Background: an optimization exercise with open tools, aiming at small area. Do not read the settings as production practice. Only simulation tests tie the RTL to the original design; equivalence was not proved. Power is estimated from default activity; no workload was simulated.

==> inputs of job 5008 <==
## cpu_top
module cpu_top (
    input  logic        clk,
    input  logic        reset,
    output logic [9:0]  instr_addr,
    input  logic [17:0] instr_data,
    output logic [9:0]  mem_addr,
    output logic [17:0] mem_wdata,
    output logic        mem_we,
    output logic        mem_re,
    input  logic [17:0] mem_rdata
);
==> module fetch_unit, before the edit <==
module fetch_unit (
    input  logic       clk,
    input  logic       reset,
    input  logic       step,
    input  logic       jump,
    input  logic [9:0] target,
    output logic [9:0] pc
);
    always_ff @(posedge clk or posedge reset) begin
        if (reset) begin
            pc <= '0;
        end else if (step) begin
            pc <= jump ? target : pc + 1'b1;
        end
    end
endmodule
==> module control_fsm, before the edit <==
module control_fsm (
    input  logic clk,
    input  logic reset,
    output logic p0,
    output logic p7,
    output logic p8,
    output logic [3:0] ph,
    output logic init
);
    always_ff @(posedge clk or posedge reset) begin
        if (reset) begin
            ph   <= '0;
            init <= 1'b1;
        end else begin
            ph   <= ph[3] ? 4'd0 : ph + 1'b1;
            if (ph[3]) init <= 1'b0;
        end
    end
    assign p0 = ~|ph;
    assign p7 = &ph[2:0];
    assign p8 = ph[3];
endmodule
==> module register_file, before the edit <==
module register_file (
    input  logic        clk,
    input  logic [15:0] we,
    input  logic [1:0]  wdata,
    input  logic [3:0]  raddr_a,
    input  logic [3:0]  raddr_b,
    output logic [1:0]  rdata_a,
    output logic [1:0]  rdata_b
);
    logic [8:0] lane0 [16];
    logic [8:0] lane1 [16];
    always_ff @(posedge clk) begin
        for (int r = 0; r < 16; r++) begin
            lane0[r] <= {we[r] ? wdata[0] : lane0[r][0], lane0[r][8:1]};
            lane1[r] <= {we[r] ? wdata[1] : lane1[r][0], lane1[r][8:1]};
        end
    end
    assign rdata_a = {lane1[raddr_a][0], lane0[raddr_a][0]};
    assign rdata_b = {lane1[raddr_b][0], lane0[raddr_b][0]};
endmodule
==> module execute_unit, before the edit <==
module execute_unit (
    input  logic       clk,
    input  logic       reset,
    input  logic [3:0] op,
    input  logic       p0,
    input  logic       p8,
    input  logic [1:0] a,        
    input  logic [1:0] b,        
    output logic [1:0] res,
    output logic       zero_flag,
    output logic       carry_flag
);
    logic       is_cmp;
    logic       cy;
    logic       cin;
    logic [1:0] x;
    logic [2:0] sum;
    assign is_cmp = (op == 4'b0011);
    assign x      = is_cmp ? ~a : a;              
    assign cin    = p0 ? is_cmp : cy;
    assign sum    = {1'b0, x} + {1'b0, b} + {2'b00, cin};
    always_ff @(posedge clk) begin
        cy <= sum[2];
    end
    always_comb begin
        case (op[2:1])
            2'b00:   res = op[3] ? b : sum[1:0];    
            2'b01:   res = ~(a | b);                
            2'b10:   res = a & b;                   
            default: res = ~(a & b);                
        endcase
    end
    always_ff @(posedge clk or posedge reset) begin
        if (reset) begin
            zero_flag  <= 1'b0;
            carry_flag <= 1'b0;
        end else if (is_cmp) begin
            zero_flag <= (p0 | zero_flag) & (a == b);
            if (p8) carry_flag <= ~sum[2];
        end
    end
endmodule
==> module cpu_top, before the edit <==
module cpu_top (
    input  logic        clk,
    input  logic        reset,
    output logic [9:0]  instr_addr,
    input  logic [17:0] instr_data,
    output logic [9:0]  mem_addr,
    output logic [17:0] mem_wdata,
    output logic        mem_we,
    output logic        mem_re,
    input  logic [17:0] mem_rdata
);
    logic [3:0]  op;
    logic [3:0]  ph;
    logic        p0, p7, p8, init;
    logic        is_alu, is_cmp, is_ld, is_st, use_imm, rb_r1;
    logic        taken;
    logic [3:0]  ra, rb;
    logic [1:0]  tap_a, tap_b;
    logic [1:0]  a, bp, b, imm2, res;
    logic [17:0] t;
    logic        pend;
    logic [3:0]  rd;
    logic [15:0] we;
    logic        zf, cf;
    assign op      = instr_data[17:14];
    assign is_alu  = ~op[3] & ~(op[1] & op[0]);
    assign is_cmp  = (op == 4'b0011);
    assign is_ld   = (op == 4'b1000);
    assign is_st   = (op == 4'b1001);
    assign use_imm = ~op[3] & ~op[1] & op[0];
    assign rb_r1   = is_cmp | is_st;
    always_comb begin
        case (op)
            4'b1010: taken = zf & ~cf;
            4'b1011: taken = ~zf & ~cf;
            4'b1100: taken = cf & ~zf;
            4'b1101: taken = ~cf;
            4'b1110: taken = cf | zf;
            4'b1111: taken = 1'b1;
            default: taken = 1'b0;
        endcase
    end
    control_fsm i_control_fsm (
        .clk   (clk),
        .reset (reset),
        .p0    (p0),
        .p7    (p7),
        .p8    (p8),
        .ph    (ph),
        .init  (init)
    );
    fetch_unit i_fetch_unit (
        .clk    (clk),
        .reset  (reset),
        .step   (p7),
        .jump   (taken),
        .target (instr_data[13:4]),
        .pc     (instr_addr)
    );
    always_ff @(posedge clk or posedge reset) begin
        if (reset) begin
            pend <= 1'b0;
        end else if (p8) begin
            pend <= is_alu | is_ld;
        end
    end
    always_ff @(posedge clk) begin
        if (p8) rd <= instr_data[13:10];
    end
    always_comb begin
        for (int r = 0; r < 16; r++) we[r] = init | (pend & (rd == 4'(r)));
    end
    assign ra = instr_data[9:6];
    assign rb = rb_r1 ? instr_data[13:10] : instr_data[5:2];
    register_file i_register_file (
        .clk     (clk),
        .we      (we),
        .wdata   (t[1:0] & {2{~init}}),
        .raddr_a (ra),
        .raddr_b (rb),
        .rdata_a (tap_a),
        .rdata_b (tap_b)
    );
    assign a  = init ? 2'b00 : (pend & (rd == ra)) ? t[1:0] : tap_a;
    assign bp = init ? 2'b00 : (pend & (rd == rb)) ? t[1:0] : tap_b;
    always_comb begin
        case (ph)
            4'd0:    imm2 = instr_data[1:0];
            4'd1:    imm2 = instr_data[3:2];
            4'd2:    imm2 = instr_data[5:4];
            default: imm2 = 2'b00;
        endcase
    end
    assign b = use_imm ? imm2 : bp;
    execute_unit i_execute_unit (
        .clk        (clk),
        .reset      (reset),
        .op         (op),
        .p0         (p0),
        .p8         (p8),
        .a          (a),
        .b          (b),
        .res        (res),
        .zero_flag  (zf),
        .carry_flag (cf)
    );
    always_ff @(posedge clk) begin
        if (p8 & is_ld) t <= mem_rdata;
        else            t <= {res, t[17:2]};
    end
    assign mem_addr  = instr_data[9:0];
    assign mem_re    = p7 & is_ld;
    assign mem_we    = p8 & is_st;
    assign mem_wdata = {bp, t[17:2]};
endmodule
Settings: LEC_CHECK=0, ABC_AREA=1, CAP_MARGIN=20, CORE_MARGIN=2, CORE_UTILIZATION=40, CTS_BUF_LIST=sky130_fd_sc_hd__clkbuf_2 sky130_fd_sc_hd__clkbuf_4, CTS_CLUSTER_SIZE=20, SLEW_MARGIN=20; clock period 8.0 ns.
run.sh (not shown) runs the stock make flow with config.mk's settings and CLKGATE_MAP_FILE= SYNTH_SCRIPT=/design/flow/synth_recipe.tcl, a recipe that flattens the netlist after the stock synthesis.
==> job 5887 (differences from job 5008) <==
--- a/flow/design.v
+++ b/flow/design.v
@@ -62,2 +62,11 @@
 );
+    logic [10:0] c;
+    logic [9:0]  nxt;
+    always_comb begin
+        c[0] = step & ~jump;
+        for (int i = 0; i < 10; i++) begin
+            nxt[i]   = (step & jump) ? target[i] : pc[i] ^ c[i];
+            c[i + 1] = c[i] & pc[i];
+        end
+    end
     always_ff @(posedge clk or posedge reset) begin
@@ -65,4 +74,4 @@
             pc <= '0;
-        end else if (step) begin
-            pc <= jump ? target : pc + 1'b1;
+        end else begin
+            pc <= nxt;
         end
@@ -85,4 +94,7 @@
         end else begin
-            ph   <= ph[3] ? 4'd0 : ph + 1'b1;
-            if (ph[3]) init <= 1'b0;
+            ph[0] <= ~(ph[0] | ph[3]);
+            ph[1] <= ph[1] ^ ph[0];
+            ph[2] <= ph[2] ^ (ph[1] & ph[0]);
+            ph[3] <= p7;
+            if (p7) init <= 1'b0;
         end
@@ -107,8 +119,29 @@
         for (int r = 0; r < 16; r++) begin
-            lane0[r] <= {we[r] ? wdata[0] : lane0[r][0], lane0[r][8:1]};
-            lane1[r] <= {we[r] ? wdata[1] : lane1[r][0], lane1[r][8:1]};
-        end
-    end
-    assign rdata_a = {lane1[raddr_a][0], lane0[raddr_a][0]};
-    assign rdata_b = {lane1[raddr_b][0], lane0[raddr_b][0]};
+            lane0[r] <= {lane0[r][0], lane0[r][8:2], we[r] ? wdata[0] : lane0[r][1]};
+            lane1[r] <= {lane1[r][0], lane1[r][8:2], we[r] ? wdata[1] : lane1[r][1]};
+        end
+    end
+    logic [15:0] head0, head1;
+    always_comb begin
+        for (int r = 0; r < 16; r++) begin
+            head0[r] = lane0[r][0];
+            head1[r] = lane1[r][0];
+        end
+    end
+    function automatic logic sel16(input logic [15:0] d, input logic [3:0] lo, input logic [3:0] hi);
+        logic [3:0] m;
+        for (int g = 0; g < 4; g++) m[g] = |(d[4*g +: 4] & lo);
+        sel16 = |(m & hi);
+    endfunction
+    logic [3:0] lo_a, hi_a, lo_b, hi_b;
+    always_comb begin
+        for (int i = 0; i < 4; i++) begin
+            lo_a[i] = (raddr_a[1:0] == 2'(i));
+            hi_a[i] = (raddr_a[3:2] == 2'(i));
+            lo_b[i] = (raddr_b[1:0] == 2'(i));
+            hi_b[i] = (raddr_b[3:2] == 2'(i));
+        end
+    end
+    assign rdata_a = {sel16(head1, lo_a, hi_a), sel16(head0, lo_a, hi_a)};
+    assign rdata_b = {sel16(head1, lo_b, hi_b), sel16(head0, lo_b, hi_b)};
 endmodule
@@ -119,2 +152,3 @@
     input  logic [3:0] op,
+    input  logic       is_alu,
     input  logic       p0,
@@ -140,8 +174,11 @@
     always_comb begin
-        case (op[2:1])
-            2'b00:   res = op[3] ? b : sum[1:0];    
-            2'b01:   res = ~(a | b);                
-            2'b10:   res = a & b;                   
-            default: res = ~(a & b);                
-        endcase
+        if (!is_alu) res = b;
+        else begin
+            case (op[2:1])
+                2'b00:   res = sum[1:0];            
+                2'b01:   res = ~(a | b);            
+                2'b10:   res = a & b;               
+                default: res = ~(a & b);            
+            endcase
+        end
     end
@@ -172,9 +209,7 @@
     logic        p0, p7, p8, init;
-    logic        is_alu, is_cmp, is_ld, is_st, use_imm, rb_r1;
+    logic        is_alu, is_cmp, is_ld, is_st, use_imm;
     logic        taken;
     logic [3:0]  ra, rb;
-    logic [1:0]  tap_a, tap_b;
-    logic [1:0]  a, bp, b, imm2, res;
-    logic [17:0] t;
-    logic        pend;
+    logic [1:0]  a, bp, b, imm2, res, wd;
+    logic [15:0] t;
     logic [3:0]  rd;
@@ -188,3 +223,2 @@
     assign use_imm = ~op[3] & ~op[1] & op[0];
-    assign rb_r1   = is_cmp | is_st;
     always_comb begin
@@ -217,17 +251,11 @@
     );
-    always_ff @(posedge clk or posedge reset) begin
-        if (reset) begin
-            pend <= 1'b0;
-        end else if (p8) begin
-            pend <= is_alu | is_ld;
-        end
-    end
-    always_ff @(posedge clk) begin
-        if (p8) rd <= instr_data[13:10];
-    end
-    always_comb begin
-        for (int r = 0; r < 16; r++) we[r] = init | (pend & (rd == 4'(r)));
-    end
+    always_ff @(posedge clk) begin
+        if (p7) rd <= instr_data[13:10];
+    end
+    always_comb begin
+        for (int r = 0; r < 16; r++) we[r] = init | (rd == 4'(r));
+    end
+    assign wd = init ? 2'b00 : (p8 & is_ld) ? mem_rdata[1:0] : t[1:0];
     assign ra = instr_data[9:6];
-    assign rb = rb_r1 ? instr_data[13:10] : instr_data[5:2];
+    assign rb = is_alu ? instr_data[5:2] : instr_data[13:10];
     register_file i_register_file (
@@ -235,18 +263,11 @@
         .we      (we),
-        .wdata   (t[1:0] & {2{~init}}),
+        .wdata   (wd),
         .raddr_a (ra),
         .raddr_b (rb),
-        .rdata_a (tap_a),
-        .rdata_b (tap_b)
-    );
-    assign a  = init ? 2'b00 : (pend & (rd == ra)) ? t[1:0] : tap_a;
-    assign bp = init ? 2'b00 : (pend & (rd == rb)) ? t[1:0] : tap_b;
-    always_comb begin
-        case (ph)
-            4'd0:    imm2 = instr_data[1:0];
-            4'd1:    imm2 = instr_data[3:2];
-            4'd2:    imm2 = instr_data[5:4];
-            default: imm2 = 2'b00;
-        endcase
-    end
+        .rdata_a (a),
+        .rdata_b (bp)
+    );
+    assign imm2 = ({2{p0}} & instr_data[1:0])
+                | ({2{~ph[2] & ~ph[1] & ph[0]}} & instr_data[3:2])
+                | ({2{~ph[2] & ph[1] & ~ph[0]}} & instr_data[5:4]);
     assign b = use_imm ? imm2 : bp;
@@ -256,2 +277,3 @@
         .op         (op),
+        .is_alu     (is_alu),
         .p0         (p0),
@@ -265,4 +287,4 @@
     always_ff @(posedge clk) begin
-        if (p8 & is_ld) t <= mem_rdata;
-        else            t <= {res, t[17:2]};
+        if (p8 & is_ld) t <= mem_rdata[17:2];
+        else            t <= {res, t[15:2]};
     end
@@ -271,3 +293,3 @@
     assign mem_we    = p8 & is_st;
-    assign mem_wdata = {bp, t[17:2]};
-endmodule
+    assign mem_wdata = {bp, t};
+endmodule
==> flow/flow/run.sh (new file) <==
#!/bin/bash
# The standard layout (standard.sh) with three changes:
# - synthesis maps all logic, adders included, with an area-oriented ABC script
#   (flow/abc_area.script) in place of ORFS's adder cells and ABC script;
#   everything else in synthesis is unchanged;
# - the port buffers use the smallest buffer cell;
# - the clock tree uses the given buffers and clustering, without dummy loads.
set -euo pipefail
rm -rf synth_scripts
cp -r "$FLOW_HOME/scripts" synth_scripts
cp flow/abc_area.script synth_scripts/abc_area.script
ADDER_MAP_FILE= SCRIPTS_DIR="$PWD/synth_scripts" bash standard.sh synth > run_synth.log 2>&1
export BUFFER_PORTS_ARGS="-buffer_cell sky130_fd_sc_hd__buf_1"
export CTS_ARGS="-sink_clustering_enable -repair_clock_nets -dont_use_dummy_load -buf_list sky130_fd_sc_hd__clkbuf_8 -sink_clustering_size 18 -sink_clustering_max_diameter 70"
bash standard.sh > run_standard.log 2>&1
==> flow/flow/abc_area.script (new file) <==
strash
dch -f
map -a
strash
dch -f
map -a
topo
==> flow/standard.sh (new file) <==
#!/bin/bash
# synth_recipe.tcl (not shown) runs the flow's synth.tcl, then flattens the netlist and writes it again
# the make line also repeats each setting of config.mk as NAME=value (left out here)
make -C /OpenROAD-flow-scripts/flow DESIGN_CONFIG=/design/flow/config.mk WORK_HOME=/design/flow/orfs CLKGATE_MAP_FILE= SYNTH_SCRIPT=/design/flow/synth_recipe.tcl "${@:-finish}"
- CTS_BUF_LIST: sky130_fd_sc_hd__clkbuf_2 sky130_fd_sc_hd__clkbuf_4 -> unset
- CTS_CLUSTER_SIZE: 20 -> unset
removed: flow/run.sh
==> job 8004 (differences from job 5008) <==
- ABC_AREA: 1 -> unset
- CTS_BUF_LIST: sky130_fd_sc_hd__clkbuf_2 sky130_fd_sc_hd__clkbuf_4 -> unset
- CTS_CLUSTER_SIZE: 20 -> unset
==> qor summary <==
| quantity | job 5887 | job 5008 | job 8004 |
|---|---|---|---|
| Sequential cell area | 6650 um^2 | 6720 um^2 | 6720 um^2 |
| Setup Slack @ Placement | 2.57 ns | 2.10 ns | 1.40 ns |
| Worst Skew | 0.0240 ns | 0.0479 ns | 0.00870 ns |
| Count of multi-input gates | 331 | 457 | 467 |
| Sink of the worst hold path | i_register_file.lane0[14][4] | i_register_file.lane1[13][7] | i_register_file.lane0[2][1] |
| CTS Root Cell | sky130_fd_sc_hd__clkbuf_8 | sky130_fd_sc_hd__clkbuf_4 | sky130_fd_sc_hd__clkbuf_16 |
| Share of the synthesized area in the top cell type | 0.718 | 0.642 | 0.610 |
| Buffers outside the clock class | 80 | 78 | 81 |
| Cell-internal power | 2.03 mW | 2.56 mW | 2.67 mW |
| Wire length reported by the detailed router | 15700 um | 19000 um | 21800 um |
| Hold wc startpoint | i_register_file.lane0[14][5] | i_register_file.lane1[13][8] | i_register_file.lane0[2][2] |
| HPWL Detailed | 11000 um | 13200 um | 15100 um |
| Maximum operating frequency | 182 MHz | 169 MHz | 151 MHz |
| Status | complete, no violations | complete, no violations | complete, no violations |
| Gp weighted congestion | 0.897 | 0.901 | 0.885 |
| Syn-to-layout area delta | 10.2% | 20.3% | 18.1% |
| Signal buf overhead | 0.0333 | 0.0676 | 0.0673 |
| Most frequent cell on the critical path | sky130_fd_sc_hd__nand2_1 | sky130_fd_sc_hd__nand2_1 | sky130_fd_sc_hd__clkdlybuf4s50_1 |
| Count of routing violations after the opening detailed-route iteration | 420 | 297 | 676 |
| M1 GR Usage | 0.213 | 0.198 | 0.227 |

[separate check: timing with driven ports]
Ports are ideal in the flow. The routed layouts listed here were re-timed in OpenROAD.
Step 1 sets driving cells, clkbuf_16 on the clock port and buf_2 on the other inputs (assumed; they add their load-dependent delay and slew).
Step 2 times the ports against the registers' clock, not the clock port: input delays grow and output delays shrink by t, the midpoint of the rising clock arrivals with the driver on.
Three values: ideal ports, drivers, drivers and shift; two values: the first two.
run | t, ns | setup slack, ns | pins driven straight from the clock port
job 5008 | 0.702 | 2.095 / 2.067 / 2.067 | 1
job 5887 | 0.558 | 2.494 / 2.463 / 2.463 | 1
job 8004 | 0.577 | 1.390 / 1.364 / 1.364 | 1
After both steps every run listed still meets setup and hold. The setup slack of job 5887, which loses most, moves by -0.031 ns with the drivers and by -0.031 ns with both steps.
